What follows belongs to an exercise in optimizing a design on an open flow for small area, a short achievable clock period and few clock cycles per item; a production flow would make more cautious choices.
At most, simulation tests tie the RTL to the original design; equivalence was not proved.
Function not checked in runs 4 and 5: the RTL went through the layout flow alone.
Power figures rest on the tool's default switching activity, not on a simulated workload.

==> flow/design.v <==
module msw_ring (
    input  logic        i_clk,
    input  logic        i_acc,
    input  logic [15:0] i_data,
    input  logic [7:0]  i_wm2,
    output logic [15:0] o_x,
    output logic [15:0] o_old
);
    logic [15:0]       r_x;
    logic [3*16-1:0]   r_s0;
    logic [12*16-1:0]  r_s1;
    logic [48*16-1:0]  r_s2;
    logic [192*16-1:0] r_s3;
    logic [15:0]       r_out;
    logic [15:0] out0, out1, out2, out3;
    always_comb begin
        case (i_wm2[1:0])
            2'd0:    out0 = r_x;
            2'd1:    out0 = r_s0[0*16 +: 16];
            2'd2:    out0 = r_s0[1*16 +: 16];
            default: out0 = r_s0[2*16 +: 16];
        endcase
        case (i_wm2[3:2])
            2'd0:    out1 = out0;
            2'd1:    out1 = r_s1[3*16 +: 16];
            2'd2:    out1 = r_s1[7*16 +: 16];
            default: out1 = r_s1[11*16 +: 16];
        endcase
        case (i_wm2[5:4])
            2'd0:    out2 = out1;
            2'd1:    out2 = r_s2[15*16 +: 16];
            2'd2:    out2 = r_s2[31*16 +: 16];
            default: out2 = r_s2[47*16 +: 16];
        endcase
        case (i_wm2[7:6])
            2'd0:    out3 = out2;
            2'd1:    out3 = r_s3[63*16 +: 16];
            2'd2:    out3 = r_s3[127*16 +: 16];
            default: out3 = r_s3[191*16 +: 16];
        endcase
    end
    always_ff @(posedge i_clk) begin
        if (i_acc) begin
            r_x <= i_data;
        end else begin
            r_x <= r_out;
        end
        r_s0  <= {r_s0[0 +: 2*16], r_x};
        r_s1  <= {r_s1[0 +: 11*16], out0};
        r_s2  <= {r_s2[0 +: 47*16], out1};
        r_s3  <= {r_s3[0 +: 191*16], out2};
        r_out <= out3;
    end
    assign o_x   = r_x;
    assign o_old = r_out;
endmodule
module max_sum_sliding_window (
    input  logic              i_clk,
    input  logic              i_rst_n,
    input  logic              i_cfg_we,
    input  logic [8:0]        i_cfg_data,
    input  logic              i_in_valid,
    output logic              o_in_ready,
    input  logic [15:0]       i_in_sample,
    input  logic              i_in_last,
    output logic              o_res_valid,
    input  logic              i_res_ready,
    output logic [15:0]       o_res_best_start,
    output logic [23:0]       o_res_best_sum,
    output logic [1:0]        o_res_status
);
    localparam logic [1:0] ST_OK    = 2'd0;
    localparam logic [1:0] ST_SHORT = 2'd1;
    localparam logic [1:0] ST_LONG  = 2'd2;
    logic [7:0]  eff_wm2;
    logic [7:0]  r_ewm2;
    logic        r_ew1;        
    logic [7:0]  r_wm2;
    logic        r_w1;
    logic        r_ready;
    logic        r_mid;        
    logic [7:0]  r_gc;         
    logic        aligned;
    logic        acc;
    logic        take;
    logic [17:0] r_kc;         
    logic [24:0] r_part;       
    logic [15:0] last_sample;  
    logic [15:0] old_sample;
    logic        sub;
    logic        r_mab;        
    logic        r_mc;         
    logic        mid_nx;
    logic        w1_nx;
    logic        kcneg_nx;
    logic [24:0] p_a, p_b, p_c, p_s, p_cy, p_nxt;
    logic [25:0] d_a, d_b, d_c, d_s, d_cy;
    logic        r_s_valid;
    logic        r_s_last;
    logic [23:0] r_best;
    logic [15:0] r_bidx;
    logic        s_set;
    logic        s_upd;
    logic [1:0]  s_status;
    logic [23:0] s_sum;
    logic [25:0] s_diff;
    logic [23:0] n_best;
    logic [15:0] n_idx;
    logic        new_res;
    logic        r_oval;
    logic [23:0] r_osum;
    logic [1:0]  r_status;
    always_comb begin
        if (i_cfg_data <= 9'd1) begin
            eff_wm2 = 8'd0;
        end else if (i_cfg_data >= 9'd256) begin
            eff_wm2 = 8'd254;
        end else begin
            eff_wm2 = 8'(i_cfg_data - 9'd2);
        end
    end
    always_ff @(posedge i_clk) begin
        if (!i_rst_n) begin
            r_ewm2 <= 8'd0;
            r_ew1  <= 1'b1;
        end else if (i_cfg_we) begin
            r_ewm2 <= eff_wm2;
            r_ew1  <= (i_cfg_data <= 9'd1);
        end
    end
    always_ff @(posedge i_clk) begin
        if (!r_mid) begin
            r_wm2 <= r_ewm2;
            r_w1  <= r_ew1;
        end
    end
    assign acc     = i_in_valid && r_ready;
    assign take    = r_oval && i_res_ready;
    assign aligned = (r_gc == r_wm2);
    always_ff @(posedge i_clk) begin
        if (!i_rst_n) begin
            r_ready <= 1'b1;
            r_mid   <= 1'b0;
        end else begin
            r_ready <= (acc || !r_mid || aligned)
                    && !(acc && i_in_last) && !(r_s_valid && r_s_last)
                    && !(r_oval && !i_res_ready);
            if (acc) begin
                r_mid <= !i_in_last;
            end
        end
    end
    always_ff @(posedge i_clk) begin
        if (acc || aligned) begin
            r_gc <= 8'hFF;
        end else begin
            r_gc <= r_gc + 8'd1;
        end
    end
    msw_ring u_ring (
        .i_clk  (i_clk),
        .i_acc  (acc),
        .i_data (i_in_sample),
        .i_wm2  (r_wm2),
        .o_x    (last_sample),
        .o_old  (old_sample)
    );
    assign sub = r_mid && !r_kc[17];
    assign mid_nx   = acc ? !i_in_last : r_mid;
    assign w1_nx    = r_mid ? r_w1 : r_ew1;
    assign kcneg_nx = acc ? (r_mid ? (r_kc[17] && (r_kc != 18'h3FFFF)) : !r_ew1) : r_kc[17];
    always_ff @(posedge i_clk) begin
        if (!i_rst_n) begin
            r_mab <= 1'b0;
            r_mc  <= 1'b0;
        end else begin
            r_mab <= mid_nx && !w1_nx;
            r_mc  <= mid_nx && !w1_nx && !kcneg_nx;
        end
    end
    always_comb begin
        p_a   = r_mab ? r_part : 25'd0;
        p_b   = r_mab ? {{9{last_sample[15]}}, last_sample} : 25'd0;
        p_c   = r_mc ? ~{{9{old_sample[15]}}, old_sample} : 25'h1FFFFFF;
        p_s   = p_a ^ p_b ^ p_c;
        p_cy  = {(p_a[23:0] & p_b[23:0]) | (p_a[23:0] & p_c[23:0]) | (p_b[23:0] & p_c[23:0]), 1'b1};
        p_nxt = p_s + p_cy;
    end
    always_ff @(posedge i_clk) begin
        if (acc) begin
            r_part <= p_nxt;
            if (!r_mid) begin
                r_kc <= r_ew1 ? 18'd0 : {10'h3FF, ~r_ewm2};
            end else if (r_kc[17:16] != 2'b01) begin
                r_kc <= r_kc + 18'd1;
            end
        end
    end
    always_ff @(posedge i_clk) begin
        if (!i_rst_n) begin
            r_s_valid <= 1'b0;
        end else begin
            r_s_valid <= acc;
        end
        r_s_last <= i_in_last;
    end
    always_comb begin
        s_sum  = 24'(r_part + {{9{last_sample[15]}}, last_sample});
        d_a    = {r_part[24], r_part};
        d_b    = {{10{last_sample[15]}}, last_sample};
        d_c    = ~{{2{r_best[23]}}, r_best};
        d_s    = d_a ^ d_b ^ d_c;
        d_cy   = {(d_a[24:0] & d_b[24:0]) | (d_a[24:0] & d_c[24:0]) | (d_b[24:0] & d_c[24:0]), 1'b1};
        s_diff = d_s + d_cy;
        s_set  = (r_kc == 18'd0);
        s_upd  = !r_kc[17] && (s_set || !s_diff[25]);
        n_best = s_upd ? s_sum : r_best;
        n_idx  = s_upd ? r_kc[15:0] : r_bidx;
        if ((r_kc[17:16] == 2'b01)
            || (!r_w1 && (r_kc[17:8] == 10'h0FF) && (r_kc[7:0] >= ~r_wm2))) begin
            s_status = ST_LONG;
        end else if (r_kc[17]) begin
            s_status = ST_SHORT;
        end else begin
            s_status = ST_OK;
        end
        new_res = r_s_valid && r_s_last;
    end
    always_ff @(posedge i_clk) begin
        if (r_s_valid && s_upd) begin
            r_best <= s_sum;
        end
    end
    always_ff @(posedge i_clk) begin
        if (new_res) begin
            r_status <= s_status;
            if (s_status == ST_OK) begin
                r_osum <= n_best;
                r_bidx <= n_idx;
            end else begin
                r_osum <= 24'd0;
                r_bidx <= 16'd0;
            end
        end else if (r_s_valid && s_upd) begin
            r_bidx <= r_kc[15:0];
        end
    end
    always_ff @(posedge i_clk) begin
        if (!i_rst_n) begin
            r_oval <= 1'b0;
        end else begin
            r_oval <= new_res || (r_oval && !i_res_ready);
        end
    end
    assign o_in_ready       = r_ready;
    assign o_res_valid      = r_oval;
    assign o_res_best_start = r_bidx;
    assign o_res_best_sum   = r_osum;
    assign o_res_status     = r_status;
endmodule
==> flow/flow/run.sh <==
#!/bin/bash
# Own layout flow: the standard ORFS flow (standard.sh, standard synthesis unchanged)
# with two changes to how the layout is optimised (constraints and clock period unchanged):
#  - ports are buffered with buf_4 cells instead of the default delay-cell buffer,
#  - timing repair aims at a setup slack margin, so it also speeds up paths that
#    already meet the period.
# The make output goes to standard_flow.log; ORFS keeps each tool's log under orfs/logs.
set -euo pipefail
export BUFFER_PORTS_ARGS="-buffer_cell sky130_fd_sc_hd__buf_4"
export SETUP_SLACK_MARGIN=6.8
bash standard.sh > standard_flow.log 2>&1
==> flow/standard.sh <==
#!/bin/bash
# synth_recipe.tcl (not shown) runs the flow's synth.tcl, then flattens the netlist and writes it again
# the make line also repeats each setting of config.mk as NAME=value (left out here)
make -C /OpenROAD-flow-scripts/flow DESIGN_CONFIG=/design/flow/config.mk WORK_HOME=/design/flow/orfs CLKGATE_MAP_FILE= SYNTH_SCRIPT=/design/flow/synth_recipe.tcl "${@:-finish}"
==> flow/config.mk <==
export PLATFORM = sky130hd
export DESIGN_NAME = max_sum_sliding_window
export DESIGN_NICKNAME = max_sum_sliding_window
export VERILOG_FILES = /design/flow/design.v
export SDC_FILE = /design/flow/constraint.sdc
export NUM_CORES = 4
export LEC_CHECK = 0
export ABC_CLOCK_PERIOD_IN_PS = 2500
export CAP_MARGIN = 20
export CORE_MARGIN = 2
export CORE_UTILIZATION = 45
export CTS_CLUSTER_DIAMETER = 80
export CTS_CLUSTER_SIZE = 28
export PLACE_DENSITY = 0.6
export SLEW_MARGIN = 20
==> flow/constraint.sdc <==
create_clock -name core_clock -period 10.0 [get_ports {i_clk}]
set_input_delay 2.0000 -clock core_clock [delete_from_list [all_inputs] [get_ports {i_clk}]]
set_output_delay 2.0000 -clock core_clock [all_outputs]
set_load 0.01 [all_outputs]
==> notes.md, run 1 <==
sequential area share after synthesis=about nine tenths; Routed WL=123000 um; fin crit share=35.8%; post-route ant nets=0; Avg WL per Cell=14.6 um; Mapped Avg Cell Area=17.9 um^2; initial antenna violation count=4; setup_tns=0 ns; placed cell count=8114; Critical Path Start=r_part[1]$_DFFE_PP_; final setup margin=6.42 ns; CTS root buf=clkbuf_16; WP buf/inv=4; Relative slew margins=29.7%; I/O Buffers=74; Num CTS Buffers=179; vias in the first global route=roughly 34000; Final #Nets=5731; slowest stage cell on the critical path=fa_1; clock-pin transition on the worst setup and hold timing paths=0.10 ns; top_reg_cell synth=dfxtp_1; pre-CTS WS=5.83 ns; global-route usage over all layers=11.6%; drt drc=0; Worst path max stage delay=0.55 ns; post-DP HPWL=68100 um; Die Area=approximately 210000 um^2; Initial Util=45.1%; clock tree buffer depth=3; share of cells above drive strength 1=9.93%; critical path peak fanout=5; die outline width=462 um; Core Region=209000 um^2; Mapped Cells=around 5300; grt ovf=0; synthesized cell area=94300 um^2; die height=462 um; placed instance area=between 90000 and 100000 um^2; CTS Sinks=approximately 4300; Pre-Repair DR Iteration Count=5; RR Startpoint=r_part[1]$_DFFE_PP_; pwr/cell area=283 nW/um^2; Hold Crit Class=register to register; pin count of the biggest net entering global routing=47; status=complete, no violations; max-cap violation count=0; Max Clk Rate=between 200 and 300 MHz; hold buffer count at CTS=0; flop2flop setup slack=6.42 ns; RSZ-0062 raised after global routing=yes; crit-path cells=inv_2, fa_1, inv_1, ha_1, a211o_1, o211ai_1, a21oi_2, o211a_1, or4_4, and3_4, buf_4, buf_12, mux2i_2, nor2_1; Slew Viols, Final=0; row count=between 150 and 200; Final Non-Filler Cells=8411; Area Overhead vs Synth=11.4%; CP Launch Type=register; first-pass GRT wire length=between 150000 and 200000 um; vias after detailed routing=34200; maximum VDD drop=0.000193 V; synthesized netlist net count=5429; CTS tree=built; CP Capture Type=register; Top Ports=75; Leak=42.1 nW; H-tree levels=4; Setup CP Type=register to register; Critical Path RT=10.57 ns; Period minus WS final=~3.6 ns; Vias/cell=4.06; crit-path leading delay family=compound AO/OA/AOI/OAI gates; final setup fails=0; register bit total from synthesis=4254; final core occ=50.3%; Syn. warnings=2; Iter 0 DRT Violations=1878; ys async rst share=0%; Worst Clk Skew=0.0315 ns; worst-margin pin slew=1.05 ns; origin of the worst min-delay path=u_ring.r_s1[35]$_DFF_P_; Crit path arrival time=around 4.2 ns; design area=105000 um^2; Distinct cells, synth=60; number of synthesized flops with an enable pin=117; routability cong.=0.800; Hold Vio Cnt, Final=0; worst skew pair latency=between 0.8 and 0.9 ns
[report_power, final]
group | total, W | switching (W) | leakage (nW) | internal (W)
clock network | 0.00815 | 0.00478 | 2.45 | 0.00337
logic | 0.00218 | 0.00113 | 4.77 | 0.00105
registers | 0.0194 | 0.000567 | 34.8 | 0.0189
[registers in the layout (all words and copies together), names as in the netlist, 18 cells and up]
| register | count |
|---|---|
| r_best | 24 |
| r_kc | 18 |
| r_osum | 24 |
| r_part | 25 |
| u_ring.r_s0 | 48 |
| u_ring.r_s1 | 192 |
| u_ring.r_s2 | 768 |
| u_ring.r_s3 | 3072 |
[placed cells by master, fill, tap and decap left out, types with 6 or more instances in the layout]
cell          n
o21a_1       10
nand2b_1     20
buf_4        85
edfxtp_1    117
nand2_1     109
nor3_1       17
mux2i_1      17
dfxtp_1    4128
mux4_2       64
clkbuf_16   181
diode_2       7
or3_1        11
buf_6        54
nor2b_1      19
nor4_1        6
inv_2        11
nand2_2      19
nand3_1      17
and3_1       12
nor2_1       59
a21o_1       30
buf_16        9
a21oi_2      12
a21oi_1      48
o211ai_1      9
fa_1         47
a21boi_0      8
o21ai_0      27
xnor2_1      43
ha_4         13
o21bai_1      7
inv_1       115
ha_1         69
and2_1       22
xor2_1       34
buf_12        9
nand4_1       9
[Yosys cell counts (10+ instances only)]
| cell | number | area [um^2] |
|---|---|---|
| clkbuf_1 | 28 | 105 |
| ha_1 | 83 | 1040 |
| mux4_2 | 64 | 1440 |
| nor2b_1 | 20 | 125 |
| mux2i_1 | 19 | 190 |
| dfxtp_1 | 4137 | 82800 |
| nor3_1 | 18 | 90.1 |
| inv_1 | 128 | 480 |
| nor2_1 | 61 | 229 |
| edfxtp_1 | 117 | 3510 |
| o21a_1 | 10 | 75.1 |
| a21oi_1 | 61 | 305 |
| or3_1 | 11 | 68.8 |
| nand2_1 | 130 | 488 |
| and2_1 | 24 | 150 |
| o21ai_0 | 35 | 175 |
| nand3_1 | 22 | 110 |
| xor2_1 | 35 | 307 |
| fa_1 | 51 | 1020 |
| and3_1 | 13 | 81.3 |
| a21o_1 | 30 | 225 |
| nand2b_1 | 20 | 125 |
| xnor2_1 | 44 | 385 |
[area by class of cell]
cell class	count	area (um^2)
clock inverters	28	434
diodes	7	17.5
fillers	17100	104000
flip-flops and latches	4254	86400
multi-input cells	843	7910
well taps	2805	3510
clock buffers	186	4580
repair buffers	160	1740
inverters	128	487
[per-stage QoR]
step / hold WS (ns) / power (W)
final: 0.309 / 0.0298
after detailed placement: 0.312 / 0.0215
after global placement: 0.310 / 0.0215
after CTS: 0.306 / 0.0300
after floorplan: 0.310 / 0.0207
after global routing: 0.311 / 0.0311
[cell families after synthesis]
kind of cell | synth area share, %
multiplexers | 1.73
AND/OR/NAND/NOR | 1.78
AO/OA/AOI/OAI | 1.32
XOR/XNOR | 0.734
buffers and inverters | 0.714
flip-flops | 91.5
adder cells (fa/ha/maj) | 2.18
[final timing paths]
| kind | end | depth (start not counted) |
|---|---|---|
| min reg2reg | u_ring.r_s1[51]$_DFF_P_ | 0 |
| max | r_osum[11]$_SDFFCE_PP0P_ | 14 |
| max reg2reg | r_osum[11]$_SDFFCE_PP0P_ | 14 |
| min | u_ring.r_s1[51]$_DFF_P_ | 0 |
[worst reg2reg max path, delay by kind of cell, from the launching register on]
family	cells	cell delay (ns)
flops	1	0.38
buf+inv	4	0.40
simple gates	3	0.74
fa+ha+maj	2	0.81
compound gates	4	0.83
mux	1	0.17
[timing repair]
| item | in CTS | in global routing |
|---|---|---|
| cloned | 13 | 0 |
| setup buffers | 46 | 17 |
| setup endpoints to repair | 150 | 151 |
| gates resized for setup | 143 | 58 |
| pin swaps | 34 | 26 |
[routing by layer]
| layer | GRT usage (%) | share of wire [%] | vias to the layer above | routed length (um) |
|---|---|---|---|---|
| met1 | 17.6 | 53 | 16400 | 64800 |
| met3 | 2.35 | 3.9 | 212 | 4820 |
| li1 | - | - | 17200 | - |
| met4 | 4.02 | 2.9 | 0 | 3520 |
| met5 | 0 | 0 | - | 0 |
| met2 | 16.5 | 40 | 407 | 49600 |
Testbench counts, summed over its fixed seeds: cycles 59,560, items 59,080.
==> inputs of run 2 (changes only) <==
==> flow/config.mk (replaced) <==
export PLATFORM = sky130hd
export DESIGN_NAME = max_sum_sliding_window
export DESIGN_NICKNAME = max_sum_sliding_window
export VERILOG_FILES = /design/flow/design.v
export SDC_FILE = /design/flow/constraint.sdc
export NUM_CORES = 4
export LEC_CHECK = 0
export CAP_MARGIN = 20
export CORE_MARGIN = 2
export CORE_UTILIZATION = 65
export CTS_CLUSTER_DIAMETER = 80
export CTS_CLUSTER_SIZE = 28
export PLACE_DENSITY = 0.75
export SLEW_MARGIN = 20
==> run 2 against run 1 <==
Effect of this change: worst setup slack better by 0.0021 ns; largest power group unchanged; wire length up 11%; power down 0.30%.
==> notes.md, run 2 <==
max reg flops=3072; placed cell count=7212; Initial Util=65.6%; post-synthesis mux area share=1.73%; Final Non-Filler Cells=7481; Crit path arrival time=a little over 4 ns; top_reg_cell synth=dfxtp_1; CP Launch Type=register; Max Clk Rate=280 MHz; largest family of logic cells by synthesized area=adder cells; origin of the worst min-delay path=u_ring.r_s2[270]$_DFF_P_; CTS Sinks=4254; ant diodes=0; final setup fails=0; setup_tns=0 ns; clock tree buffer depth=3; Sw Share=22.2%; drt drc=0; post-DP HPWL=70000 um; Setup CP Type=register to register; RR Startpoint=r_part[1]$_DFFE_PP_; Regs by FF count=u_ring.r_s3 (3072), u_ring.r_s2 (768), u_ring.r_s1 (192); vias in the first global route=between 30000 and 40000; fin crit share=a little over a third; pwr/cell area=287 nW/um^2; Top Ports=75; layout filler cell count=~8300; Critical Path Start=r_part[1]$_DFFE_PP_; Routed WL=between 100000 and 150000 um; worst-margin pin slew=between 1 and 1.5 ns; Core Region=approximately 140000 um^2; CTS tree=built; Worst Clk Skew=0.0482 ns; Syn. warnings=2; H-tree levels=4; Yosys top cell by area=dfxtp_1; clock power share=27.4%; crit-path cells=buf_6, inv_4, fa_1, inv_1, ha_1, a211o_1, o211ai_1, a21oi_2, o211a_1, or4_4, and3_4, and2_4, or2_4; maximum VDD drop=0.000210 V; Worst path max stage delay=0.51 ns; final setup margin=6.42 ns; hold buffer count at CTS=0; Pint=0.0231 W; ys async rst share=0%; global-route usage over all layers=18.7%; I/O Buffers=74; Hold Crit Class=register to register; Leak=about 42 nW; Area Overhead vs Synth=9.55%; Final #Nets=between 5000 and 6000; Mapped Avg Cell Area=~18 um^2; die outline width=a little under 400 um; critical path peak fanout=8; post-route ant nets=0; Period minus WS final=3.58 ns; most instantiated library cell after synthesis=dfxtp_1; share of cells above drive strength 1=9.05%; grt ovf=0; top cells by count, synth=dfxtp_1 (4137), nand2_1 (130), inv_1 (128); worst skew pair latency=0.83 ns; sequential area share after synthesis=between 90% and 100%; synthesized netlist net count=5429; most common cell after layout, fill and taps aside=dfxtp_1; slowest stage cell on the critical path=or4_4; Post-Synth Adder-Cell Area=between 2 and 2.5%; combinational share of power=under 10%; CP Capture Type=register; pre-CTS WS=5.96 ns; first-pass GRT wire length=around 210000 um; area of the multi-input gates=7740 um^2; complex-gate fraction of the synthesized area=1.32%; RSZ-0062 raised after global routing=yes; share of Yosys cell area claimed by the top area cell type=87.8%; CTS root buf=clkbuf_16; max-cap violation count=0; pin count of the biggest net entering global routing=47; clock-pin transition on the worst setup and hold timing paths=0.10 ns; row count=139; Relative slew margins=between 30% and 40%; Slew Viols, Final=0; switching pwr=0.00659 W; synthesized cell area=94300 um^2; Distinct cells, synth=60; sequential share of power=65.8%; Hold Vio Cnt, Final=0; vias after detailed routing=34600; Num CTS Buffers=174; initial antenna violation count=13; die height=approximately 380 um; Sequential cell area=86400 um^2; most frequent cells in the layout=dfxtp_1 (4122), clkbuf_16 (175), nand2_1 (125); Die Area=around 150000 um^2; Synth Area in Simple Gates=1.78%; final hold slack=approximately 0.3 ns; number of synthesized flops with an enable pin=117; final core occ=71.8%; Pre-Repair DR Iteration Count=5; Iter 0 DRT Violations=1872; Critical Path RT=10.55 ns; register bit total from synthesis=4254; routability cong.=0.815; Vias/cell=4.63; Mapped Cells=between 5000 and 6000; Synth area leaders=dfxtp_1 (88%), edfxtp_1 (3.7%), mux4_2 (1.5%), ha_1 (1.1%), fa_1 (1.1%); Top reg by flops=u_ring.r_s3; status=complete, no violations; post-synthesis xor/xnor area fraction=less than 1%; Avg WL per Cell=between 15 and 20 um
[run 2: changes by cell type in the layout (fill, tap and decap cells not counted), moves of 7 or more]
cell / previous run / this run
diode_2: 7 / 0
ha_1: 69 / 77
ha_4: 13 / 5
inv_2: 11 / 4
nand2_1: 109 / 125
nand2_2: 19 / 3
[run 2: per-layer routing]
| layer | global-route usage (%) | share of wire, % | vias to the layer above |
|---|---|---|---|
| li1 | - | - | 17100 |
| met1 | 28.1 | 50 | 16800 |
| met2 | 28.6 | 44 | 518 |
| met3 | 2.70 | 3.3 | 209 |
| met4 | 5.65 | 2.5 | 2 |
| met5 | 0 | 0.0081 | - |
[run 2: what timing repair did]
action / 4_1_cts / 5_1_grt
buffers inserted: 43 / 16
endpoints found under the setup margin: 147 / 142
gates cloned: 5 / 0
pin swaps: 32 / 39
gates resized for setup: 112 / 50
[run 2: power groups by stage]
stage	sequential (W)	combinational (W)	clock, W
after floorplan	0.0196	0.00117	0
after global placement	0.0198	0.00160	0
after detailed placement	0.0198	0.00161	0
after CTS	0.0196	0.00191	0.00831
after global routing	0.0197	0.00220	0.00882
final	0.0195	0.00202	0.00812
[run 2: worst max-delay path: cells and delay by family, from the launching register on]
kind,cells,cell delay [ns]
buf+inv,3,0.19
fa+ha+maj,2,0.78
flops,1,0.38
compound gates,4,0.74
simple gates,4,1.20
[run 2: cell type report]
cell class	count	area share, %
Clock buffer	180	4.26
Clock inverter	25	0.444
Inverter	128	0.475
Multi-Input combinational cell	842	7.50
Sequential cell	4254	83.6
Tap cell	1903	2.30
Timing Repair Buffer	149	1.43
[run 2: cells by family after synthesis]
kind of cell / count (synthesis)
mux: 83
xor+xnor: 79
buf+inv: 170
simple gates: 350
compound gates: 194
flops: 4254
fa+ha+maj: 134
[run 2: stage by stage]
step	area [um^2]	power (W)
5_1_grt	103000	0.0307
4_1_cts	103000	0.0298
2_1_floorplan	94400	0.0207
3_3_place_gp	97200	0.0214
3_5_place_dp	97200	0.0215
6_report	103000	0.0297
[run 2: worst paths after layout]
kind,to,slack (ns),cells after the start
min,u_ring.r_s2[286]$_DFF_P_,0.30,0
max,r_bidx[7]$_DFFE_PP_,6.42,13
min reg2reg,u_ring.r_s2[286]$_DFF_P_,0.30,0
max reg2reg,r_bidx[7]$_DFFE_PP_,6.42,13
==> inputs of run 3 (changes only) <==
==> flow/flow/run.sh (replaced) <==
#!/bin/bash
# Own layout flow: the standard ORFS flow (standard.sh, standard synthesis unchanged)
# with three changes to how the layout is optimised (constraints and clock period unchanged):
#  - ports are buffered with buf_4 cells instead of the default delay-cell buffer,
#  - timing repair aims at a setup slack margin, so it also speeds up paths that
#    already meet the period,
#  - clock tree synthesis inserts no dummy loads (sink clustering as in config.mk).
# The make output goes to standard_flow.log; ORFS keeps each tool's log under orfs/logs.
set -euo pipefail
export BUFFER_PORTS_ARGS="-buffer_cell sky130_fd_sc_hd__buf_4"
export SETUP_SLACK_MARGIN=6.8
export CTS_ARGS="-sink_clustering_enable -repair_clock_nets -sink_clustering_size 28 -sink_clustering_max_diameter 80 -dont_use_dummy_load"
bash standard.sh > standard_flow.log 2>&1
==> run 3 against run 2 <==
Effect of this change: largest power group unchanged; fmax rose by 0.54%; sequential power barely moved; synthesized cell count did not move; area after synthesis did not move; non-clock buffer count fell by 13; critical endpoint is now r_part[21]$_DFFE_PP_; via count fell by 0.79%; critical path depth rose by 1.
==> notes.md, run 3 <==
status=complete, no violations; layout filler cell count=8386; Syn. warnings=2; Vias/cell=between 4 and 5; routability cong.=0.815; vias in the first global route=35700; pin count of the biggest net entering global routing=47; Final #Nets=approximately 5700; H-tree levels=4; Area Overhead vs Synth=8.75%; Mapped Cells=about 5300; CTS root buf=clkbuf_16; critical path peak fanout=6; CTS tree=built; sequential area share after synthesis=between 90% and 100%; Pwr Total=roughly 0.03 W; clock tree buffer depth=3; share of cells above drive strength 1=8.27%; most instantiated library cell after synthesis=dfxtp_1; row count=approximately 140; Pre-Repair DR Iteration Count=6; Worst Clk Skew=0.0971 ns; share of Yosys cell area claimed by the top area cell type=87.8%; Relative slew margins=between 40% and 50%; Synth Area in Simple Gates=1.78%; number of synthesized flops with an enable pin=~120; Avg WL per Cell=around 18 um; post-DP HPWL=70000 um; Max Clk Rate=roughly 280 MHz; Regs by FF count=u_ring.r_s3 (3072), u_ring.r_s2 (768), u_ring.r_s1 (192); Period minus WS final=3.56 ns; most frequent cells in the layout=dfxtp_1 (4125), clkbuf_16 (174), nand2_1 (127); synthesized cell area=94300 um^2; Synth area leaders=dfxtp_1 (88%), edfxtp_1 (3.7%), mux4_2 (1.5%), ha_1 (1.1%), fa_1 (1.1%); top cells by count, synth=dfxtp_1 (4137), nand2_1 (130), inv_1 (128); CP Capture Type=register; Slew Viols, Final=0; hold buffer count at CTS=0; I/O Buffers=74; fin crit share=between 30% and 40%; most common cell after layout, fill and taps aside=dfxtp_1; max-cap violation count=0; maximum VDD drop=0.000210 V; Distinct cells, synth=60; Critical Path RT=10.52 ns; die height=385 um; complex-gate fraction of the synthesized area=1.32%; Routed WL=135000 um; ys async rst share=0%; max reg flops=3072; top_reg_cell synth=dfxtp_1; area of the multi-input gates=7680 um^2; Die Area=148000 um^2; synthesized netlist net count=5429; CTS Sinks=~4300; Sequential cell area=86400 um^2; post-route ant nets=0; Num CTS Buffers=174; grt ovf=0; Top reg by flops=u_ring.r_s3; Iter 0 DRT Violations=1865; post-synthesis xor/xnor area fraction=0.734%; Mapped Avg Cell Area=17.9 um^2; Post-Synth Adder-Cell Area=2.18%; largest family of logic cells by synthesized area=adder cells; die outline width=385 um; worst skew pair latency=0.82 ns; first-pass GRT wire length=209000 um; CP Launch Type=register; final setup fails=0; Leak=a little over 40 nW; Hold Crit Class=register to register; Hold Vio Cnt, Final=0; Initial Util=65.6%; clock-pin transition on the worst setup and hold timing paths=0.10 ns; pwr/cell area=approximately 280 nW/um^2; worst-margin pin slew=around 0.83 ns; setup_tns=0 ns; Crit path arrival time=4.08 ns; initial antenna violation count=8; register bit total from synthesis=around 4300; vias after detailed routing=34300; RSZ-0062 raised after global routing=yes; Setup CP Type=register to register; Top Ports=75; Core Region=~140000 um^2; drt drc=0; global-route usage over all layers=18.6%; post-synthesis mux area share=1.73%; Yosys top cell by area=dfxtp_1
run 3: changes by cell type in the layout (fill, tap and decap cells not counted), moves of 3 or more:
cell       before   now
buf_4          84    79
diode_2         0     3
clkinv_8        9     0
buf_6          53    49
inv_2           4     1
clkbuf_1        5     0
dfxtp_1      4122  4125
dfxtp_2         9     6
clkinv_16       6     0
a21oi_1        47    50
inv_6           3     0
buf_16          3     0
run 3: metal layers:
metal,global-route usage [%],up-vias,wire length (um),part of all wire [%]
li1,-,17100,-,-
met1,27.9,16600,67500,50
met2,28.0,505,59100,44
met3,2.88,206,4700,3.5
met4,5.78,0,3550,2.6
met5,0,-,0,0
run 3: cells by family (layout without fill, tap and decap cells):
family,count (synthesis),after routing
flip-flops,4254,4254
AND/OR/NAND/NOR,350,353
AO/OA/AOI/OAI,194,194
buffers and inverters,170,438
adder cells (fa/ha/maj),134,134
multiplexers,83,83
XOR/XNOR,79,79
other,0,3
run 3: layout make-up:
class / count / share of cell area (%)
sequential: 4254 / 84.2
multi-input combinational: 843 / 7.48
clock buffer: 174 / 4.25
tap: 1903 / 2.32
timing repair buffer: 136 / 1.26
inverter: 128 / 0.481
antenna: 3 / 0.00732
run 3: worst paths after layout:
path | cells past startpoint | startpoint | to | slack (ns)
setup / recovery | 14 | r_mab$_SDFF_PN0_ | r_part[21]$_DFFE_PP_ | 6.44
hold / removal | 0 | u_ring.r_s3[1529]$_DFF_P_ | u_ring.r_s3[1545]$_DFF_P_ | 0.24
setup reg to reg | 14 | r_mab$_SDFF_PN0_ | r_part[21]$_DFFE_PP_ | 6.44
hold reg to reg | 0 | u_ring.r_s3[1529]$_DFF_P_ | u_ring.r_s3[1545]$_DFF_P_ | 0.24
run 3: report_power, final:
group | total [W] | switching [W] | internal (W)
Combinational | 0.00191 | 0.00103 | 0.000885
Clock | 0.00777 | 0.00464 | 0.00313
Sequential | 0.0195 | 0.000662 | 0.0189
run 3: worst max-delay path: stages (launching register included):
cell     delay, ns
dfxtp_4       0.40
buf_4         0.17
nand2_1       0.08
fa_1          0.54
inv_1         0.07
ha_4          0.24
and2_4        0.16
and4_1        0.20
a31oi_2       0.22
nand2_2       0.11
o21ai_4       0.26
o31ai_4       0.09
or4_4         0.54
a31oi_4       0.21
xnor2_1       0.08
run 3: timing repair:
item	in CTS	in global routing
gates cloned	2	1
buffers inserted	32	17
endpoints found under the setup margin	146	145
resized for setup	88	56
pin swaps	27	20
run 3: per-stage QoR:
stage	setup slack [ns]	cells	hold slack, ns	utilization [%]	instance area (um^2)
CTS	6.45	7420	0.238	71.1	102000
detailed placement	5.96	7212	0.312	67.6	97200
floorplan	6.57	5264	0.310	-	94400
global placement	6.00	7212	0.310	67.6	97200
finish	6.44	7441	0.235	71.3	103000
global route	6.32	7438	0.234	71.3	103000
==> inputs of run 4 (changes only) <==
--- a/flow/design.v
+++ b/flow/design.v
@@ -96,10 +96,12 @@
     logic [24:0] p_a, p_b, p_c, p_s, p_cy, p_nxt;
     logic [25:0] d_a, d_b, d_c, d_s, d_cy;
     logic        r_s_valid;
+    logic        r_s_set;      
+    logic        r_s_cmp;      
+    logic [24:0] r_sp;         
     logic        r_s_last;
     logic [23:0] r_best;
     logic [15:0] r_bidx;
-    logic        s_set;
     logic        s_upd;
     logic [1:0]  s_status;
     logic [23:0] s_sum;
@@ -199,21 +201,25 @@
     always_ff @(posedge i_clk) begin
         if (!i_rst_n) begin
             r_s_valid <= 1'b0;
+            r_s_set   <= 1'b0;
+            r_s_cmp   <= 1'b0;
         end else begin
             r_s_valid <= acc;
-        end
+            r_s_set   <= acc && (r_mid ? (r_kc == 18'h3FFFF) : r_ew1);
+            r_s_cmp   <= acc && r_mid && !r_kc[17];
+        end
+        r_sp <= p_nxt;
         r_s_last <= i_in_last;
     end
     always_comb begin
-        s_sum  = 24'(r_part + {{9{last_sample[15]}}, last_sample});
-        d_a    = {r_part[24], r_part};
+        s_sum  = 24'(r_sp + {{9{last_sample[15]}}, last_sample});
+        d_a    = {r_sp[24], r_sp};
         d_b    = {{10{last_sample[15]}}, last_sample};
         d_c    = ~{{2{r_best[23]}}, r_best};
         d_s    = d_a ^ d_b ^ d_c;
         d_cy   = {(d_a[24:0] & d_b[24:0]) | (d_a[24:0] & d_c[24:0]) | (d_b[24:0] & d_c[24:0]), 1'b1};
         s_diff = d_s + d_cy;
-        s_set  = (r_kc == 18'd0);
-        s_upd  = !r_kc[17] && (s_set || !s_diff[25]);
+        s_upd  = r_s_set || (r_s_cmp && !s_diff[25]);
         n_best = s_upd ? s_sum : r_best;
         n_idx  = s_upd ? r_kc[15:0] : r_bidx;
         if ((r_kc[17:16] == 2'b01)
@@ -227,7 +233,7 @@
         new_res = r_s_valid && r_s_last;
     end
     always_ff @(posedge i_clk) begin
-        if (r_s_valid && s_upd) begin
+        if (s_upd) begin
             r_best <= s_sum;
         end
     end
@@ -241,7 +247,7 @@
                 r_osum <= 24'd0;
                 r_bidx <= 16'd0;
             end
-        end else if (r_s_valid && s_upd) begin
+        end else if (s_upd) begin
             r_bidx <= r_kc[15:0];
         end
     end
==> flow/flow/run.sh (replaced) <==
#!/bin/bash
# Own layout flow: the standard ORFS flow (standard.sh, standard synthesis unchanged)
# with two changes to how the layout is optimised (constraints and clock period unchanged):
#  - ports are buffered with buf_4 cells instead of the default delay-cell buffer,
#  - timing repair aims at a setup slack margin, so it also speeds up paths that
#    already meet the period.
# The make output goes to standard_flow.log; ORFS keeps each tool's log under orfs/logs.
set -euo pipefail
export BUFFER_PORTS_ARGS="-buffer_cell sky130_fd_sc_hd__buf_4"
export SETUP_SLACK_MARGIN=6.8
bash standard.sh > standard_flow.log 2>&1
==> run 4 against run 3 <==
Effect of this change: still clean; power grew 4.3%; non-clock buffer count grew 40; sequential power is essentially flat; worst setup slack lost 0.059 ns; wire length shrank 0.14%; count of clock-buffer cells in the layout grew 7; via count grew 2.2%; final cell count grew 2.0%; critical path type unchanged; largest power group unchanged.
==> notes.md, run 4 <==
status=complete, no violations; initial antenna violation count=5; Area Overhead vs Synth=10.5%; I/O Buffers=74; CTS root buf=clkbuf_16; H-tree levels=4; most instantiated library cell after synthesis=dfxtp_1; clock power share=27.2%; register bit total from synthesis=approximately 4300; global-route usage over all layers=between 10% and 20%; die height=386 um; Routed WL=135000 um; fin crit share=between 30 and 40%; post-route ant nets=0; Pwr Total=between 0.03 and 0.04 W; share of Yosys cell area claimed by the top area cell type=88.8%; Iter 0 DRT Violations=1695; CP Capture Type=register; grt ovf=0; Num CTS Buffers=177; routability cong.=0.860; Critical Path RT=10.55 ns; worst-margin pin slew=approximately 1.0 ns; Worst Clk Skew=0.0719 ns; top cells by count, synth=dfxtp_1 (4204), nand2_1 (152), inv_1 (131); Core Region=145000 um^2; Yosys top cell by area=dfxtp_1; Mapped Cells=~5300; Period minus WS final=approximately 3.6 ns; pin count of the biggest net entering global routing=46; Top reg by flops=u_ring.r_s3; Max Clk Rate=~280 MHz; placed instance area=97700 um^2; Regs by FF count=u_ring.r_s3 (3072), u_ring.r_s2 (768), u_ring.r_s1 (192); CTS Sinks=4281; Sequential cell area=86500 um^2; Distinct cells, synth=63; number of synthesized flops with an enable pin=just under 80; worst skew pair latency=between 0.8 and 0.9 ns; row count=140; CTS tree=built; synthesized netlist net count=5501; max reg flops=between 3000 and 4000; sequential area share after synthesis=91.3%; post-DP HPWL=just under 70000 um; max-cap violation count=0; switching pwr=0.00695 W; maximum VDD drop=0.000207 V; synthesized cell area=94800 um^2; pwr/cell area=291 nW/um^2; Slew Viols, Final=0; clock-pin transition on the worst setup and hold timing paths=0.10 ns; sequential share of power=~65%; Worst path max stage delay=roughly 0.55 ns; vias after detailed routing=roughly 35000; top_reg_cell synth=dfxtp_1; layout filler cell count=8525; CP Launch Type=register; first-pass GRT wire length=around 210000 um; combinational share of power=under 10%; most frequent cells in the layout=dfxtp_1 (4172), clkbuf_16 (178), nand2_1 (133); Die Area=149000 um^2; Final #Nets=5807; Hold Crit Class=register to register; Leak=42.5 nW; Initial Util=65.3%; RSZ-0062 raised after global routing=yes; Setup CP Type=register to register; vias in the first global route=about 37000; area of the multi-input gates=8400 um^2; die outline width=386 um; ant diodes=0; design area=approximately 100000 um^2; final setup fails=0; share of cells above drive strength 1=10.8%; Sw Share=22.8%; Crit path arrival time=4.17 ns; Pint=0.0235 W; Relative slew margins=30.1%; Top Ports=75; slowest stage cell on the critical path=fa_1; Vias/cell=between 4 and 5; Mapped Avg Cell Area=17.8 um^2; Pre-Repair DR Iteration Count=7; most common cell after layout, fill and taps aside=dfxtp_1; Synth area leaders=dfxtp_1 (89%), edfxtp_1 (2.4%), mux4_2 (1.5%), ha_1 (1.1%), fa_1 (1.1%); setup_tns=0 ns; Avg WL per Cell=17.7 um; Syn. warnings=2; critical path peak fanout=7; clock tree buffer depth=3; Hold Vio Cnt, Final=0; ys async rst share=0%; crit-path cells=inv_2, fa_1, ha_4, a2111oi_4, o21ai_1, a211oi_2, o211ai_1, a21o_1, a31oi_4, buf_6, buf_16, mux2_4, nor2b_1; drt drc=0
[run 4: final cells by class]
type	instances	area share, %
flip-flops and latches	4281	82.6
multi-input cells	875	8.02
clock buffers	181	4.25
well taps	1917	2.29
repair buffers	176	1.76
clock inverters	29	0.557
inverters	132	0.480
[run 4: path summary, 6_finish.rpt]
path                                  start                   endpoint  slack, ns  cells past startpoint
setup / recovery          r_best[6]$_DFF_P_    r_osum[0]$_SDFFCE_PN0P_       6.38                     13
hold / removal    u_ring.r_s3[2422]$_DFF_P_  u_ring.r_s3[2438]$_DFF_P_       0.29                      0
setup reg to reg          r_best[6]$_DFF_P_    r_osum[0]$_SDFFCE_PN0P_       6.38                     13
hold reg to reg   u_ring.r_s3[2422]$_DFF_P_  u_ring.r_s3[2438]$_DFF_P_       0.29                      0
[run 4: logic make-up (layout without fill, tap and decap cells)]
group           count (synthesis)  after routing  synth area share (%)
compound gates                212            212                  1.45
xor+xnor                       67             67                 0.619
fa+ha+maj                     133            133                  2.16
buf+inv                       181            518                 0.753
flops                        4281           4281                  91.3
mux                           100            100                  1.92
simple gates                  363            363                  1.84
[run 4: power by group through the flow]
stage / registers, W / logic [W] / clock network [W]
floorplan: 0.0197 / 0.00133 / 0
global placement: 0.0199 / 0.00189 / 0
detailed placement: 0.0200 / 0.00189 / 0
CTS: 0.0197 / 0.00232 / 0.00851
global route: 0.0199 / 0.00278 / 0.00905
finish: 0.0197 / 0.00251 / 0.00830
[run 4: worst max-delay path, delay by kind of cell, from the launching register on]
kind                       cells  cell delay, ns
AOI/OAI and AO/OA              6            1.45
adders and majority gates      2            0.79
DFF                            1            0.34
buffers and inverters          3            0.33
muxes                          1            0.30
and+or+nand+nor                1            0.12
[run 4: layer usage]
metal	vias up	track usage, %	share of wire [%]
met5	-	0	0.020
met4	4	5.40	2.3
met3	223	3.30	3.5
met2	543	28.7	45
met1	16900	26.6	49
li1	17400	-	-
[run 4: stage by stage]
stage	util (%)	hold slack, ns	worst slack, ns	cells
after global placement	67.3	0.310	5.34	7293
after detailed placement	67.3	0.312	5.33	7293
after floorplan	-	0.310	6.71	5337
after CTS	71.7	0.283	6.40	7557
after global routing	72.1	0.305	6.12	7591
final	72.1	0.292	6.38	7591
[run 4: repair_timing]
| action | CTS | global route |
|---|---|---|
| hold buffers | 0 | 0 |
| endpoints found under the setup margin | 146 | 142 |
| pin swaps | 49 | 50 |
| buffers inserted | 48 | 33 |
| cloned | 6 | 1 |
| gates resized for setup | 192 | 73 |
==> inputs of run 5 (changes only) <==
--- a/flow/design.v
+++ b/flow/design.v
@@ -181,12 +181,12 @@
         end
     end
     always_comb begin
-        p_a   = r_mab ? r_part : 25'd0;
-        p_b   = r_mab ? {{9{last_sample[15]}}, last_sample} : 25'd0;
+        p_a   = r_part;
+        p_b   = {{9{last_sample[15]}}, last_sample};
         p_c   = r_mc ? ~{{9{old_sample[15]}}, old_sample} : 25'h1FFFFFF;
         p_s   = p_a ^ p_b ^ p_c;
         p_cy  = {(p_a[23:0] & p_b[23:0]) | (p_a[23:0] & p_c[23:0]) | (p_b[23:0] & p_c[23:0]), 1'b1};
-        p_nxt = p_s + p_cy;
+        p_nxt = r_mab ? (p_s + p_cy) : 25'd0;
     end
     always_ff @(posedge i_clk) begin
         if (acc) begin
==> run 5 against run 4 <==
Effect of this change: still clean on timing, DRC and antenna; final cell count about the same; critical path depth increased by 1; first-iteration DRC count increased by 2.5%; fmax increased by 1.2%; count of clock-buffer cells in the layout increased by 2; flip-flop and latch count unchanged; largest power group unchanged.
==> notes.md, run 5 <==
pwr/cell area=approximately 280 nW/um^2; row count=140; final core occ=just over 70%; worst-margin pin slew=1.07 ns; max-cap violation count=0; I/O Buffers=74; Distinct cells, synth=67; H-tree levels=4; critical path peak fanout=4; ys async rst share=0%; Worst path max stage delay=0.48 ns; Core Region=145000 um^2; Die Area=149000 um^2; share of cells above drive strength 1=10.5%; share of Yosys cell area claimed by the top area cell type=88.9%; RSZ-0062 raised after global routing=yes; WP buf/inv=6; clock-pin transition on the worst setup and hold timing paths=0.11 ns; register bit total from synthesis=4281; Hold Vio Cnt, Final=0; final setup fails=0; Crit path arrival time=4.17 ns; Synth area leaders=dfxtp_1 (89%), edfxtp_1 (2.4%), mux4_2 (1.5%), ha_1 (1.1%), fa_1 (1.1%); CP Capture Type=register; crit-path leading delay family=buffers and inverters; die outline width=slightly below 400 um; Iter 0 DRT Violations=1737; Pre-Repair DR Iteration Count=6; grt ovf=0; Vias/cell=4.65; Initial Util=65.2%; global-route usage over all layers=19.5%; most frequent cells in the layout=dfxtp_1 (4178), clkbuf_16 (179), inv_1 (154); most instantiated library cell after synthesis=dfxtp_1; slowest stage cell on the critical path=fa_1; die height=386 um; Worst path most repeated cell=buf_6; number of synthesized flops with an enable pin=77; Hold Crit Class=register to register; Relative slew margins=about 28%; Area Overhead vs Synth=10.5%; top_reg_cell synth=dfxtp_1; area of the multi-input gates=8290 um^2; vias after detailed routing=35200; maximum VDD drop=about 0.00023 V; Top Ports=75; Top reg by flops=u_ring.r_s3; post-DP HPWL=69300 um; hold buffer count at CTS=0; top cells by count, synth=dfxtp_1 (4204), inv_1 (162), nand2_1 (110); Period minus WS final=~3.6 ns; vias in the first global route=between 30000 and 40000; Routed WL=141000 um; drt drc=0; Mapped Avg Cell Area=17.8 um^2; layout filler cell count=8164; Avg WL per Cell=roughly 19 um; first-pass GRT wire length=222000 um; post-route ant nets=0; sequential area share after synthesis=roughly nine tenths; Setup CP Type=register to register; Regs by FF count=u_ring.r_s3 (3072), u_ring.r_s2 (768), u_ring.r_s1 (192); Max Clk Rate=280 MHz; crit-path cells=clkinvlp_4, buf_6, fa_1, inv_1, ha_4, nand4_1, a2111o_1, o2111a_1, nor4_4, buf_6, buf_6, buf_6, mux2_4, and2_1; synthesized netlist net count=5494; synthesized cell area=94700 um^2; worst skew pair latency=about 0.83 ns; Mapped Cells=5330; routability cong.=approximately 0.83; max reg flops=approximately 3100; Worst Clk Skew=0.0575 ns; CTS tree=built; Leak=roughly 42 nW; Num CTS Buffers=~180; Syn. warnings=2; clock tree buffer depth=3; Final Non-Filler Cells=7585; CTS root buf=clkbuf_16; initial antenna violation count=6; Critical Path RT=10.59 ns; CP Launch Type=register; fin crit share=35.7%; placed cell count=between 7000 and 8000; status=complete, no violations; pin count of the biggest net entering global routing=46; Slew Viols, Final=0; setup_tns=0 ns; Final #Nets=5799; most common cell after layout, fill and taps aside=dfxtp_1; Sequential cell area=86500 um^2; Yosys top cell by area=dfxtp_1; CTS Sinks=4281
-- run 5: path summary, 6_finish.rpt --
check	from	end	slack (ns)	cells past startpoint
max	u_ring.r_x[15]$_DFF_P_	r_osum[12]$_SDFFCE_PN0P_	6.43	14
max reg2reg	u_ring.r_x[15]$_DFF_P_	r_osum[12]$_SDFFCE_PN0P_	6.43	14
min reg2reg	u_ring.r_s3[1337]$_DFF_P_	u_ring.r_s3[1353]$_DFF_P_	0.31	0
min	u_ring.r_s3[1337]$_DFF_P_	u_ring.r_s3[1353]$_DFF_P_	0.31	0
-- run 5: stage by stage --
| stage | setup slack (ns) | power, W | instance area, um^2 | hold WS (ns) |
|---|---|---|---|---|
| 2_1_floorplan | 6.30 | 0.0206 | 94800 | 0.310 |
| 3_3_place_gp | 5.68 | 0.0212 | 97600 | 0.310 |
| 3_5_place_dp | 5.70 | 0.0212 | 97600 | 0.312 |
| 4_1_cts | 6.42 | 0.0298 | 104000 | 0.306 |
| 5_1_grt | 6.35 | 0.0309 | 105000 | 0.298 |
| 6_report | 6.43 | 0.0298 | 105000 | 0.305 |
-- run 5: power breakdown --
part           switching [W]  internal [W]
logic               0.000953      0.000892
registers           0.000696        0.0189
clock network        0.00500       0.00333
-- run 5: cell families after synthesis --
kind of cell	count (synthesis)	synth area share [%]
xor gates and xnor gates	64	0.592
adders and majority gates	133	2.16
muxes	92	1.82
DFF	4281	91.3
AOI/OAI and AO/OA	219	1.49
buffers and inverters	205	0.848
and+or+nand+nor	336	1.76
-- run 5: what timing repair did --
item / CTS / global route
resized for setup: 220 / 91
pin swaps: 36 / 33
gates cloned: 6 / 1
buffers inserted: 55 / 19
endpoints found under the setup margin: 139 / 138
-- run 5: layout make-up --
cell class                 count  area share (%)
timing repair buffer         168            1.68
antenna                        2         0.00478
multi-input combinational    844            7.93
sequential                  4281            82.7
clock buffer                 183            4.28
inverter                     163           0.588
tap                         1917            2.29
clock inverter                27           0.536
-- run 5: routing by layer --
metal / GRT usage (%) / routed length, um / up-vias
met5: 0 / 13 / -
met4: 5.84 / 3710 / 2
met3: 3.10 / 4210 / 224
met2: 31.5 / 66300 / 452
met1: 27.6 / 67200 / 17200
li1: - / - / 17300
==> inputs of run 6 (changes only) <==
--- a/flow/design.v
+++ b/flow/design.v
@@ -96,10 +96,17 @@
     logic [24:0] p_a, p_b, p_c, p_s, p_cy, p_nxt;
     logic [25:0] d_a, d_b, d_c, d_s, d_cy;
     logic        r_s_valid;
+    logic        r_s_last;
     logic        r_s_set;      
     logic        r_s_cmp;      
-    logic [24:0] r_sp;         
-    logic        r_s_last;
+    logic        set_new;
+    logic        s_move;       
+    logic        s_stall;      
+    logic [17:0] kc_after;
+    logic        mid_after;
+    logic        last_after;
+    logic        oval_after;
+    logic        nxt_safe;
     logic [23:0] r_best;
     logic [15:0] r_bidx;
     logic        s_upd;
@@ -139,14 +146,33 @@
     assign acc     = i_in_valid && r_ready;
     assign take    = r_oval && i_res_ready;
     assign aligned = (r_gc == r_wm2);
+    always_comb begin
+        if (!acc) begin
+            kc_after = r_kc;
+        end else if (!r_mid) begin
+            kc_after = r_ew1 ? 18'd0 : {10'h3FF, ~r_ewm2};
+        end else if (r_kc[17:16] != 2'b01) begin
+            kc_after = r_kc + 18'd1;
+        end else begin
+            kc_after = r_kc;
+        end
+        mid_after  = acc ? !i_in_last : r_mid;
+        last_after = (acc && i_in_last) || s_stall;
+        oval_after = s_move || (r_oval && !i_res_ready);
+        if (mid_after) begin
+            nxt_safe = kc_after[17] && (kc_after != 18'h3FFFF);
+        end else begin
+            nxt_safe = !(i_cfg_we ? (i_cfg_data <= 9'd1) : r_ew1);
+        end
+    end
     always_ff @(posedge i_clk) begin
         if (!i_rst_n) begin
             r_ready <= 1'b1;
             r_mid   <= 1'b0;
         end else begin
             r_ready <= (acc || !r_mid || aligned)
-                    && !(acc && i_in_last) && !(r_s_valid && r_s_last)
-                    && !(r_oval && !i_res_ready);
+                    && !(last_after && oval_after)
+                    && (!(last_after || oval_after) || nxt_safe);
             if (acc) begin
                 r_mid <= !i_in_last;
             end
@@ -181,12 +207,12 @@
         end
     end
     always_comb begin
-        p_a   = r_part;
-        p_b   = {{9{last_sample[15]}}, last_sample};
+        p_a   = r_mab ? r_part : 25'd0;
+        p_b   = r_mab ? {{9{last_sample[15]}}, last_sample} : 25'd0;
         p_c   = r_mc ? ~{{9{old_sample[15]}}, old_sample} : 25'h1FFFFFF;
         p_s   = p_a ^ p_b ^ p_c;
         p_cy  = {(p_a[23:0] & p_b[23:0]) | (p_a[23:0] & p_c[23:0]) | (p_b[23:0] & p_c[23:0]), 1'b1};
-        p_nxt = r_mab ? (p_s + p_cy) : 25'd0;
+        p_nxt = p_s + p_cy;
     end
     always_ff @(posedge i_clk) begin
         if (acc) begin
@@ -198,22 +224,28 @@
             end
         end
     end
+    assign set_new = r_mid ? (r_kc == 18'h3FFFF) : r_ew1;
     always_ff @(posedge i_clk) begin
         if (!i_rst_n) begin
             r_s_valid <= 1'b0;
             r_s_set   <= 1'b0;
             r_s_cmp   <= 1'b0;
-        end else begin
-            r_s_valid <= acc;
-            r_s_set   <= acc && (r_mid ? (r_kc == 18'h3FFFF) : r_ew1);
-            r_s_cmp   <= acc && r_mid && !r_kc[17];
-        end
-        r_sp <= p_nxt;
-        r_s_last <= i_in_last;
-    end
-    always_comb begin
-        s_sum  = 24'(r_sp + {{9{last_sample[15]}}, last_sample});
-        d_a    = {r_sp[24], r_sp};
+        end else if (acc) begin
+            r_s_valid <= 1'b1;
+            r_s_set   <= set_new;
+            r_s_cmp   <= r_mid && !r_kc[17];
+        end else if (!s_stall) begin
+            r_s_valid <= 1'b0;
+            r_s_set   <= 1'b0;
+            r_s_cmp   <= 1'b0;
+        end
+        if (acc) begin
+            r_s_last <= i_in_last;
+        end
+    end
+    always_comb begin
+        s_sum  = 24'(r_part + {{9{last_sample[15]}}, last_sample});
+        d_a    = {r_part[24], r_part};
         d_b    = {{10{last_sample[15]}}, last_sample};
         d_c    = ~{{2{r_best[23]}}, r_best};
         d_s    = d_a ^ d_b ^ d_c;
@@ -230,7 +262,9 @@
         end else begin
             s_status = ST_OK;
         end
-        new_res = r_s_valid && r_s_last;
+        s_move  = r_s_valid && r_s_last && (!r_oval || i_res_ready);
+        s_stall = r_s_valid && r_s_last && r_oval && !i_res_ready;
+        new_res = s_move;
     end
     always_ff @(posedge i_clk) begin
         if (s_upd) begin
==> run 6 against run 5 <==
Effect of this change: worst setup slack got worse by 0.044 ns; critical endpoint is now r_osum[0]$_SDFFCE_PN0P_; critical path type unchanged; wire length fell by 2.3%; power rose by 1.1%; area after synthesis fell by 0.41%; largest power group unchanged; highest routed layer is now met4; core utilization rose by 0.14 points; non-clock buffer count rose by 2; sequential power barely moved.
==> notes.md, run 6 <==
placed cell count=7286; H-tree levels=4; Synth area leaders=dfxtp_1 (89%), edfxtp_1 (1.9%), mux4_2 (1.5%), ha_1 (1.1%), fa_1 (1.1%); max-cap violation count=0; worst skew pair latency=0.82 ns; synthesized netlist net count=5509; final setup fails=0; final setup margin=6.38 ns; vias in the first global route=about 36000; global-route usage over all layers=18.7%; most common cell after layout, fill and taps aside=dfxtp_1; Hold Crit Class=register to register; Max Clk Rate=276 MHz; CTS tree=built; ys async rst share=0%; register bit total from synthesis=between 4000 and 5000; vias after detailed routing=approximately 35000; reg2reg end=r_osum[0]$_SDFFCE_PN0P_; Syn. warnings=2; Area Overhead vs Synth=10.1%; Most Crowded Layer GR=met2; Final #Nets=5806; origin of the worst min-delay path=u_ring.r_s2[73]$_DFF_P_; status=complete, no violations; Num CTS Buffers=173; met2 Resource Use GR=between 20 and 30%; RR Startpoint=r_part[1]$_DFFE_PP_; sequential share of power=65.3%; Pre-Repair DR Iteration Count=5; fin crit share=36.2%; Slew Viols, Final=0; CP Capture Type=register; layout filler cell count=8258; number of synthesized flops with an enable pin=60; setup_tns=0 ns; Mapped Cells=~5300; clock tree buffer depth=3; hold buffer count at CTS=0; Mapped Avg Cell Area=17.6 um^2; top cells by count, synth=dfxtp_1 (4196), nand2_1 (154), inv_1 (123); pin count of the biggest net entering global routing=37; Worst Reg-to-Reg Cells=14; slowest stage cell on the critical path=fa_1; RSZ-0062 raised after global routing=yes; Crit path arrival time=4.18 ns; Hold Vio Cnt, Final=0; grt ovf=0; row count=around 140; post-DP HPWL=71000 um; crit-path cells=inv_2, fa_1, inv_1, ha_1, a211oi_1, o21ai_1, o211ai_1, a2111o_1, a41o_1, nor4_4, buf_6, buf_12, mux2_4, and2_4; die outline width=385 um; initial antenna violation count=7; Regs by FF count=u_ring.r_s3 (3072), u_ring.r_s2 (768), u_ring.r_s1 (192); switching pwr=about 0.0068 W; critical path peak fanout=6; most instantiated library cell after synthesis=dfxtp_1; Worst path max stage delay=between 0.5 and 0.6 ns; CP Launch Type=register; Yosys top cell by area=dfxtp_1; clock power share=26.9%; CTS root buf=clkbuf_16; top_reg_cell synth=dfxtp_1; Sw Share=22.4%; die height=between 300 and 400 um; Hold EP=u_ring.r_s2[89]$_DFF_P_; routability cong.=0.861; Worst Clk Skew=0.0291 ns; Core Region=about 140000 um^2; Critical Path RT=10.57 ns; synthesized cell area=94300 um^2; Avg WL per Cell=approximately 18 um; most frequent cells in the layout=dfxtp_1 (4169), clkbuf_16 (179), nand2_1 (138); Die Area=148000 um^2; ant diodes=0; worst-margin pin slew=0.854 ns; combinational share of power=7.8%; share of Yosys cell area claimed by the top area cell type=89.1%; hold path depth=0; maximum VDD drop=0.000185 V; Distinct cells, synth=70; Routed WL=138000 um; Pint=around 0.023 W; flop2flop setup slack=6.38 ns; drt drc=0; Setup CP Type=register to register; pre-CTS WS=5.09 ns; CTS Sinks=4256; Top Ports=75; final core occ=between 70% and 80%; Top reg by flops=u_ring.r_s3; sequential area share after synthesis=91.0%; Relative slew margins=43.0%; Leak=42.3 nW; max reg flops=a little over 3000; post-route ant nets=0; Period minus WS final=3.62 ns; Vias/cell=about 4.7; I/O Buffers=74; Final Non-Filler Cells=between 7000 and 8000; GR Layer Usage met3=between 3 and 4%; Initial Util=65.6%; pwr/cell area=290 nW/um^2; share of cells above drive strength 1=10.5%; clock-pin transition on the worst setup and hold timing paths=0.11 ns; first-pass GRT wire length=between 200000 and 250000 um; Iter 0 DRT Violations=around 2200; M1 GR Usage=27.3%
-- run 6: worst max-delay path, delay by kind of cell (launching register included) --
kind                       cells  cell delay, ns
AOI/OAI and AO/OA              5            1.15
buffers and inverters          4            0.44
adders and majority gates      2            0.78
muxes                          1            0.31
and+or+nand+nor                2            0.29
DFF                            1            0.38
-- run 6: metal layers --
metal,share of wire (%),up-vias
li1,-,17400
met3,3.9,173
met5,0,-
met4,2.2,0
met1,48,17100
met2,46,628
-- run 6: power by group through the flow --
| stage | Sequential [W] | Combinational (W) | Clock (W) |
|---|---|---|---|
| after CTS | 0.0197 | 0.00213 | 0.00830 |
| after detailed placement | 0.0200 | 0.00190 | 0 |
| after global placement | 0.0199 | 0.00186 | 0 |
| after floorplan | 0.0197 | 0.00139 | 0 |
| after global routing | 0.0198 | 0.00259 | 0.00886 |
| final | 0.0197 | 0.00235 | 0.00810 |
-- run 6: final cells by class --
cell class	count	area [um^2]	area share [%]
clock buffers	184	4470	4.30
clock inverters	19	333	0.321
inverters	124	503	0.484
multi-input cells	917	8500	8.19
flip-flops and latches	4256	85900	82.7
well taps	1903	2380	2.29
repair buffers	170	1790	1.72
-- run 6: cells by family (layout without fill, tap and decap cells) --
logic type	count (synthesis)	after routing	synth area share [%]
buffers and inverters	173	497	0.730
xor gates and xnor gates	60	60	0.557
and+or+nand+nor	388	389	1.96
muxes	112	112	2.06
DFF	4256	4256	91.0
adders and majority gates	133	133	2.17
AOI/OAI and AO/OA	223	223	1.52
-- run 6: how the worst max path moves through the flow --
stage                              startpoint                  endpoint  slack [ns]  cells past startpoint
after floorplan                 i_cfg_data[2]        r_ready$_SDFF_PN1_        6.22                     10
after global placement             i_in_valid        r_ready$_SDFF_PN1_        5.09                     10
after detailed placement           i_in_valid        r_ready$_SDFF_PN1_        5.09                     10
after CTS                 r_part[1]$_DFFE_PP_   r_osum[0]$_SDFFCE_PN0P_        6.37                     14
after global routing      r_part[1]$_DFFE_PP_  r_osum[11]$_SDFFCE_PN0P_        6.27                     14
final                     r_part[1]$_DFFE_PP_   r_osum[0]$_SDFFCE_PN0P_        6.38                     14
-- run 6: repair_timing --
action | 4_1_cts | 5_1_grt
pin swaps | 24 | 33
gates cloned | 7 | 5
resized for setup | 141 | 98
setup buffers | 42 | 30
endpoints found under the setup margin | 140 | 124
-- run 6: through the flow --
step	area, um^2	hold slack, ns	total power, W
floorplan	94600	0.310	0.0210
global placement	97300	0.310	0.0217
detailed placement	97300	0.312	0.0219
CTS	103000	0.314	0.0301
global route	104000	0.316	0.0313
finish	104000	0.306	0.0301
Testbench counts of run 6, summed over its fixed seeds: cycles 59,146, items 59,080.
==> inputs of run 7 (changes only) <==
==> flow/flow/run.sh (replaced) <==
#!/bin/bash
# Own layout flow: the standard ORFS flow (standard.sh, standard synthesis unchanged)
# with three changes to how the layout is optimised (constraints and clock period unchanged):
#  - ports are buffered with buf_4 cells instead of the default delay-cell buffer,
#  - timing repair aims at a setup slack margin, so it also speeds up paths that
#    already meet the period,
#  - clock tree synthesis inserts no dummy loads (sink clustering as in config.mk).
# The make output goes to standard_flow.log; ORFS keeps each tool's log under orfs/logs.
set -euo pipefail
export BUFFER_PORTS_ARGS="-buffer_cell sky130_fd_sc_hd__buf_4"
export SETUP_SLACK_MARGIN=6.8
export CTS_ARGS="-sink_clustering_enable -repair_clock_nets -sink_clustering_size 28 -sink_clustering_max_diameter 80 -dont_use_dummy_load"
bash standard.sh > standard_flow.log 2>&1
==> run 7 against run 6 <==
Effect of this change: largest power group unchanged; area after synthesis stayed put; count of clock-buffer cells in the layout down 11; power decreased by 1.1%; clock skew grew 0.037 ns; non-clock buffer count unchanged; hold slack got worse by 0.024 ns; via count shrank 0.13%.
==> notes.md, run 7 <==
flop2flop setup slack=6.48 ns; worst-margin pin slew=roughly 0.86 ns; Regs by FF count=u_ring.r_s3 (3072), u_ring.r_s2 (768), u_ring.r_s1 (192); slowest stage cell on the critical path=fa_1; final setup fails=0; Hold Crit Class=register to register; max-cap violation count=0; Syn. warnings=2; sequential area share after synthesis=91.0%; CTS Sinks=about 4300; Iter 0 DRT Violations=about 2000; Core Region=approximately 140000 um^2; Synth area leaders=dfxtp_1 (89%), edfxtp_1 (1.9%), mux4_2 (1.5%), ha_1 (1.1%), fa_1 (1.1%); routability cong.=0.861; Worst Clk Skew=0.0660 ns; Max Clk Rate=roughly 280 MHz; met2 Resource Use GR=28.8%; Yosys top cell by area=dfxtp_1; clock-pin transition on the worst setup and hold timing paths=0.10 ns; CP Launch Type=register; post-DP HPWL=71000 um; maximum VDD drop=0.000195 V; synthesized netlist net count=5509; Vias/cell=around 4.7; synthesized cell area=94300 um^2; share of Yosys cell area claimed by the top area cell type=between 80 and 90%; Worst path max stage delay=0.52 ns; Setup CP Type=register to register; Final #Nets=5806; max reg flops=3072; Period minus WS final=approximately 3.5 ns; share of cells above drive strength 1=10.1%; Routed WL=137000 um; CP Capture Type=register; number of synthesized flops with an enable pin=60; GR Layer Usage met3=3.11%; die height=between 300 and 400 um; ys async rst share=0%; drt drc=0; Distinct cells, synth=70; CTS root buf=clkbuf_16; Relative slew margins=42.3%; Top Ports=75; Top reg by flops=u_ring.r_s3; Crit path arrival time=4.06 ns; Hold Vio Cnt, Final=0; top_reg_cell synth=dfxtp_1; I/O Buffers=74; row count=between 100 and 150; pwr/cell area=288 nW/um^2; Critical Path RT=10.54 ns; status=complete, no violations; Slew Viols, Final=0; vias after detailed routing=35200; Die Area=148000 um^2; register bit total from synthesis=approximately 4300; Mapped Avg Cell Area=17.6 um^2; most common cell after layout, fill and taps aside=dfxtp_1; setup_tns=0 ns; grt ovf=0; clock tree buffer depth=3; final hold slack=between 0.2 and 0.3 ns; Initial Util=65.6%; Area Overhead vs Synth=9.69%; RSZ-0062 raised after global routing=yes; M1 GR Usage=between 20% and 30%; vias in the first global route=about 36000; Avg WL per Cell=~18 um; CTS tree=built; pin count of the biggest net entering global routing=37; most instantiated library cell after synthesis=dfxtp_1; global-route usage over all layers=18.7%; top cells by count, synth=dfxtp_1 (4196), nand2_1 (154), inv_1 (123); first-pass GRT wire length=around 210000 um; fin crit share=a little over a third; die outline width=385 um; initial antenna violation count=2; Leak=42.0 nW; Most Crowded Layer GR=met2; post-route ant nets=0; Num CTS Buffers=about 170; worst skew pair latency=0.83 ns; layout filler cell count=8319; design area=103000 um^2; most frequent cells in the layout=dfxtp_1 (4169), clkbuf_16 (177), nand2_1 (140); Pre-Repair DR Iteration Count=5; placed instance area=97300 um^2; critical path peak fanout=6; crit-path cells=inv_4, fa_1, inv_1, ha_1, a211oi_2, o21ai_1, o211ai_1, a2111o_1, a41o_1, nor4_4, buf_6, buf_12, mux2_4, and2_4; H-tree levels=4; Mapped Cells=5345
[run 7: cell count changes in the layout (fill, tap and decap cells not counted), moves of 4 or more]
cell      change
and2_1        +7
buf_12        -4
ha_1          -5
inv_6         -5
clkbuf_1      -6
clkinv_8      -4
buf_4         -6
buf_6         +6
and2_4        -7
[run 7: cell type report]
type,instances,area (um^2),area share [%]
sequential,4256,85900,83.0
timing repair buffer,170,1830,1.77
clock buffer,173,4330,4.19
tap,1903,2380,2.30
inverter,124,502,0.485
multi-input combinational,917,8540,8.25
antenna,1,2.50,0.00242
[run 7: layer usage]
metal,vias to the layer above,wire length (um)
li1,17400,-
met1,17100,67200
met2,575,60800
met3,201,5470
met4,0,3110
met5,-,0
[run 7: cells by family (layout without fill, tap and decap cells)]
family / count (synthesis) / after routing / share of synthesized area, %
other cells: 0 / 1 / 0
buf+inv: 173 / 467 / 0.730
fa+ha+maj: 133 / 133 / 2.17
simple gates: 388 / 389 / 1.96
xor+xnor: 60 / 60 / 0.557
flops: 4256 / 4256 / 91.0
mux: 112 / 112 / 2.06
compound gates: 223 / 223 / 1.52
[run 7: worst max-delay path: cells and delay by family, from the launching register on]
| family | cells | cell delay [ns] |
|---|---|---|
| multiplexers | 1 | 0.30 |
| adder cells (fa/ha/maj) | 2 | 0.79 |
| AO/OA/AOI/OAI | 5 | 1.09 |
| AND/OR/NAND/NOR | 2 | 0.28 |
| buffers and inverters | 4 | 0.41 |
| flip-flops | 1 | 0.38 |
[run 7: path summary, 6_finish.rpt]
kind	start	end	depth (start not counted)
max	u_ring.r_x[1]$_DFF_P_	r_osum[5]$_SDFFCE_PN0P_	14
min	u_ring.r_s1[130]$_DFF_P_	u_ring.r_s1[146]$_DFF_P_	0
max reg2reg	u_ring.r_x[1]$_DFF_P_	r_osum[5]$_SDFFCE_PN0P_	14
min reg2reg	u_ring.r_s1[130]$_DFF_P_	u_ring.r_s1[146]$_DFF_P_	0
[run 7: stage by stage]
| step | worst slack [ns] | util [%] | power [W] | std cells |
|---|---|---|---|---|
| after global routing | 6.34 | 71.9 | 0.0309 | 7543 |
| final | 6.48 | 71.9 | 0.0298 | 7544 |
| after floorplan | 6.22 | - | 0.0210 | 5345 |
| after global placement | 5.09 | 67.6 | 0.0217 | 7286 |
| after CTS | 6.36 | 71.4 | 0.0298 | 7511 |
| after detailed placement | 5.09 | 67.6 | 0.0219 | 7286 |
[run 7: report_power, final]
part	switching [W]	internal (W)
sequential	0.000731	0.0189
combinational	0.00120	0.00116
clock	0.00465	0.00311
[run 7: repair_timing]
action | in CTS | in global routing
resized for setup | 159 | 87
endpoints found under the setup margin | 144 | 121
cloned | 9 | 5
hold buffers | 0 | 0
buffers inserted | 43 | 27
pin swaps | 38 | 32

[what the ideal ports hide]
No port has a modelled driver above. Below, the same layouts with a new extraction and two added sets of constraints.
Step 1 assumes that a clkbuf_16 drives the clock port and a buf_2 every other input.
Step 2 also shifts input and output timing later by t, the mid clock arrival at the registers, as if the neighbouring blocks saw the same clock.
Three values: ideal ports, drivers, drivers and shift; two values: the first two.
run | shift t [ns] | setup slack, ns
run 1 | 0.903 | 6.420 / 6.366 / 6.318
run 2 | 0.880 | 6.422 / 6.422 / 6.142
run 3 | 0.840 | 6.442 / 6.442 / 6.402
run 4 | 0.907 | 6.383 / 6.383 / 6.196
run 5 | 0.887 | 6.427 / 6.427 / 6.230
run 6 | 0.881 | 6.383 / 6.383 / 5.961
run 7 | 0.877 | 6.476 / 6.431 / 5.995
After both steps setup and hold are still met in every run listed.
